What follows belongs to an exercise in optimizing a design on an open flow for small area; a production flow would make more cautious choices. Only simulation tests tie the RTL to the original design; equivalence was not proved. No activity file was given, so power comes from the tool's default toggle rates.

==> run a: inputs <==
Design pipe_collector, start of the top module:
module pipe_collector #(
    parameter int unsigned WORDS = 64,
    parameter int unsigned WIDTH = 25
) (
    input  logic             clk,
    input  logic             rst,
    input  logic             col_valid,
    output logic             col_ready,
    input  logic [4:0]       col_idx,
    input  logic [WORDS-1:0] col_data,
    input  logic             flush,
    output logic             out_valid,
    input  logic             out_ready,
    output logic [5:0]       out_idx,
    output logic [WIDTH-1:0] out_word,
    output logic             done,
    output logic             idx_err
);
==> module pipe_collector, before the edit <==
module pipe_collector #(
    parameter int unsigned WORDS = 64,
    parameter int unsigned WIDTH = 25
) (
    input  logic             clk,
    input  logic             rst,
    input  logic             col_valid,
    output logic             col_ready,
    input  logic [4:0]       col_idx,
    input  logic [WORDS-1:0] col_data,
    input  logic             flush,
    output logic             out_valid,
    input  logic             out_ready,
    output logic [5:0]       out_idx,
    output logic [WIDTH-1:0] out_word,
    output logic             done,
    output logic             idx_err
);
    logic                          drain_q;
    logic [WIDTH-1:0]              buf_q [WORDS];    
    logic [WIDTH-1:0]              mask_q;           
    logic [WIDTH-1:0]              we;
    logic [5:0]                    out_idx_q;
    logic                          done_q;
    logic                          idx_err_q;
    logic col_accept;
    logic last;
    assign col_accept = col_valid & ~drain_q;
    assign last       = drain_q & out_ready & (out_idx_q == 6'(WORDS-1));
    always_comb begin
        for (int c = 0; c < int'(WIDTH); c++) begin
            we[c] = col_accept & (col_idx == 5'(c));
        end
    end
    always_ff @(posedge clk) begin
        for (int c = 0; c < int'(WIDTH); c++) begin
            if (we[c]) begin
                for (int n = 0; n < int'(WORDS); n++) begin
                    buf_q[n][WIDTH-1-c] <= col_data[n];
                end
            end
        end
    end
    always_ff @(posedge clk or posedge rst) begin
        if (rst) begin
            drain_q   <= 1'b0;
            mask_q    <= '0;
            out_idx_q <= '0;
            done_q    <= 1'b0;
            idx_err_q <= 1'b0;
        end else begin
            done_q <= last;
            if (col_accept && col_idx >= 5'(WIDTH)) idx_err_q <= 1'b1;
            if (!drain_q) begin
                mask_q <= mask_q | we;
                if ((&(mask_q | we)) || flush) drain_q <= 1'b1;
            end else if (out_ready) begin
                out_idx_q <= out_idx_q + 6'd1;
                if (last) begin
                    drain_q <= 1'b0;
                    mask_q  <= '0;
                end
            end
        end
    end
    logic [WIDTH-1:0] word;
    assign word = buf_q[out_idx_q];
    always_comb begin
        for (int c = 0; c < int'(WIDTH); c++) begin
            out_word[WIDTH-1-c] = word[WIDTH-1-c] & mask_q[c];
        end
    end
    assign col_ready = ~drain_q;
    assign out_valid = drain_q;
    assign out_idx   = out_idx_q;
    assign done      = done_q;
    assign idx_err   = idx_err_q;
endmodule
Settings: LEC_CHECK=0, CAP_MARGIN=20, CORE_MARGIN=2, CORE_UTILIZATION=40, SLEW_MARGIN=20; clock period 7.5 ns.
run.sh (not shown) runs the stock make flow with config.mk's settings and CLKGATE_MAP_FILE= SYNTH_SCRIPT=/design/flow/synth_recipe.tcl, a recipe that flattens the netlist after the stock synthesis.
==> run b: changes against run a <==
==> flow/design.v (replaced) <==
module pipe_collector #(
    parameter int unsigned WORDS = 64,
    parameter int unsigned WIDTH = 25
) (
    input  logic             clk,
    input  logic             rst,
    input  logic             col_valid,
    output logic             col_ready,
    input  logic [4:0]       col_idx,
    input  logic [WORDS-1:0] col_data,
    input  logic             flush,
    output logic             out_valid,
    input  logic             out_ready,
    output logic [5:0]       out_idx,
    output logic [WIDTH-1:0] out_word,
    output logic             done,
    output logic             idx_err
);
    typedef enum logic [0:0] {StCollect, StDrain} state_e;
    state_e                        state_q, state_d;
    logic [WORDS-1:0][WIDTH-1:0]   buf_q, buf_d;
    logic [WIDTH-1:0]              mask_q, mask_d;
    logic [5:0]                    out_idx_q, out_idx_d;
    logic                          done_q, done_d;
    logic                          idx_err_q, idx_err_d;
    logic col_accept;
    logic idx_ok;
    assign col_accept = col_valid & col_ready;
    assign idx_ok     = (col_idx < 5'(WIDTH));
    always_comb begin
        state_d   = state_q;
        buf_d     = buf_q;
        mask_d    = mask_q;
        out_idx_d = out_idx_q;
        done_d    = 1'b0;
        idx_err_d = idx_err_q;
        unique case (state_q)
            StCollect: begin
                if (col_accept) begin
                    if (idx_ok) begin
                        for (int c = 0; c < int'(WIDTH); c++) begin
                            if (col_idx == 5'(c)) begin
                                for (int n = 0; n < int'(WORDS); n++) begin
                                    buf_d[n][WIDTH-1-c] = col_data[n];
                                end
                                mask_d[c] = 1'b1;
                            end
                        end
                    end else begin
                        idx_err_d = 1'b1;
                    end
                end
                if ((&mask_d) || flush) begin
                    state_d = StDrain;
                end
            end
            StDrain: begin
                if (out_ready) begin
                    if (out_idx_q == 6'(WORDS-1)) begin
                        state_d   = StCollect;
                        buf_d     = '0;
                        mask_d    = '0;
                        out_idx_d = '0;
                        done_d    = 1'b1;
                    end else begin
                        out_idx_d = out_idx_q + 6'd1;
                    end
                end
            end
            default: state_d = StCollect;
        endcase
    end
    always_ff @(posedge clk or posedge rst) begin
        if (rst) begin
            state_q   <= StCollect;
            buf_q     <= '0;
            mask_q    <= '0;
            out_idx_q <= '0;
            done_q    <= 1'b0;
            idx_err_q <= 1'b0;
        end else begin
            state_q   <= state_d;
            buf_q     <= buf_d;
            mask_q    <= mask_d;
            out_idx_q <= out_idx_d;
            done_q    <= done_d;
            idx_err_q <= idx_err_d;
        end
    end
    assign col_ready = (state_q == StCollect);
    assign out_valid = (state_q == StDrain);
    assign out_idx   = out_idx_q;
    assign out_word  = buf_q[out_idx_q];
    assign done      = done_q;
    assign idx_err   = idx_err_q;
endmodule
==> summary of the runs <==
- Run a finished but fails on setup timing. Run b finished clean.
- Setup slack: run b is better than run a (1.0 ns).
- Flip-flop and latch count is the same in run a and run b.
- Of run a and run b, run b has the higher die area (gap about 20%, measured against run b).
- Of run b and run a, run b has the higher fmax (gap 16%, measured against run a).
- In run b the critical path depth is lower than in run a, by 5.
- In run b the clock-buffer cell count is higher than in run a, by 51.

========
==> branch pepper <==
Another version of the RTL of pipe_collector (not shown whole).
Settings: LEC_CHECK=0, CAP_MARGIN=20, CORE_MARGIN=2, CORE_UTILIZATION=55, SLEW_MARGIN=20; clock period 7.5 ns.
standard.sh (not shown) runs the stock make flow with config.mk's settings and CLKGATE_MAP_FILE= SYNTH_SCRIPT=/design/flow/synth_recipe.tcl, a recipe that flattens the netlist after the stock synthesis.
==> flow/flow/run.sh <==
#!/bin/bash
# Own layout flow: the standard synthesis (for the registers' names and cell
# types), then a hand-mapped netlist of the same design with those registers
# (flow/gen_netlist.py) in its place, then the standard layout steps.
set -euo pipefail
R=orfs/results/sky130hd/pipe_collector/base
bash standard.sh synth > synth_standard.log 2>&1
cp $R/1_2_yosys.v standard_1_2_yosys.v
python3 flow/gen_netlist.py standard_1_2_yosys.v handmap.v > gen_netlist.log 2>&1
cp handmap.v $R/1_2_yosys.v
rm -f $R/1_synth.odb $R/1_synth.sdc
bash standard.sh \
  "CTS_ARGS=-sink_clustering_enable -repair_clock_nets -dont_use_dummy_load -sink_clustering_size 28 -sink_clustering_max_diameter 90" \
  "BUFFER_PORTS_ARGS=-inputs -outputs -buffer_cell sky130_fd_sc_hd__buf_1" \
  finish > layout.log 2>&1
Other scripts of this flow, unchanged in this note and not shown: flow/flow/gen_netlist.py
==> branch fjord: changes against branch pepper <==
CORE_UTILIZATION = 40   (was 55)
==> notes.md <==
- Die area: branch pepper is smaller than branch fjord (about 27%).
- Sequential cell count is the same in branch fjord and branch pepper.
- In branch pepper the count of clock-buffer cells in the layout is lower than in branch fjord, by 1.
- Between branch fjord and branch pepper, the lower combinational power is in branch pepper (gap about 3%, measured against branch pepper).
- Between branch fjord and branch pepper, the lower routed wire length is in branch pepper (gap 3.5%, measured against branch pepper).
- In critical path depth, branch fjord and branch pepper do not differ.
- First-iteration DRC count: branch fjord is lower than branch pepper (about 2.3%).
- Of branch pepper and branch fjord, branch fjord has the higher via count (gap about 0.25%, measured against branch fjord).
- Against branch pepper, the worst setup slack of branch fjord is higher by 0.13 ns.
- Of branch pepper and branch fjord, branch pepper has the higher core utilization (gap 16 points).

[afterwards: timing with drivers on the ports]
The flow's constraints put no driver on any port. The routed layouts listed below were extracted and timed again, unchanged, in two steps.
Step 1 sets driving cells, clkbuf_16 on the clock port and buf_2 on the other inputs (assumed; they add their load-dependent delay and slew).
Step 2 moves the port delays by t, midway between the first and last clock arrival at a register: inputs arrive t later, outputs are due t later. That takes back most of the time a late clock gives input paths.
Three values: ideal ports, drivers, drivers and shift; two values: the first two.
| run | t, ns | slack for setup (ns) | slew at the worst register clock pin (ns) | cell pins on the clock port's net |
|---|---|---|---|---|
| run a | 0.895 | -0.137 / -0.221 / 0.675 | 0.07 / 0.07 | 1 |
| run b | 0.890 | 0.897 / 0.810 / 1.700 | 0.07 / 0.07 | 1 |
| branch pepper | 0.749 | 1.353 / 1.281 / 2.030 | 0.11 / 0.11 | 1 |
| branch fjord | 0.728 | 1.484 / 1.412 / 2.140 | 0.11 / 0.11 | 1 |
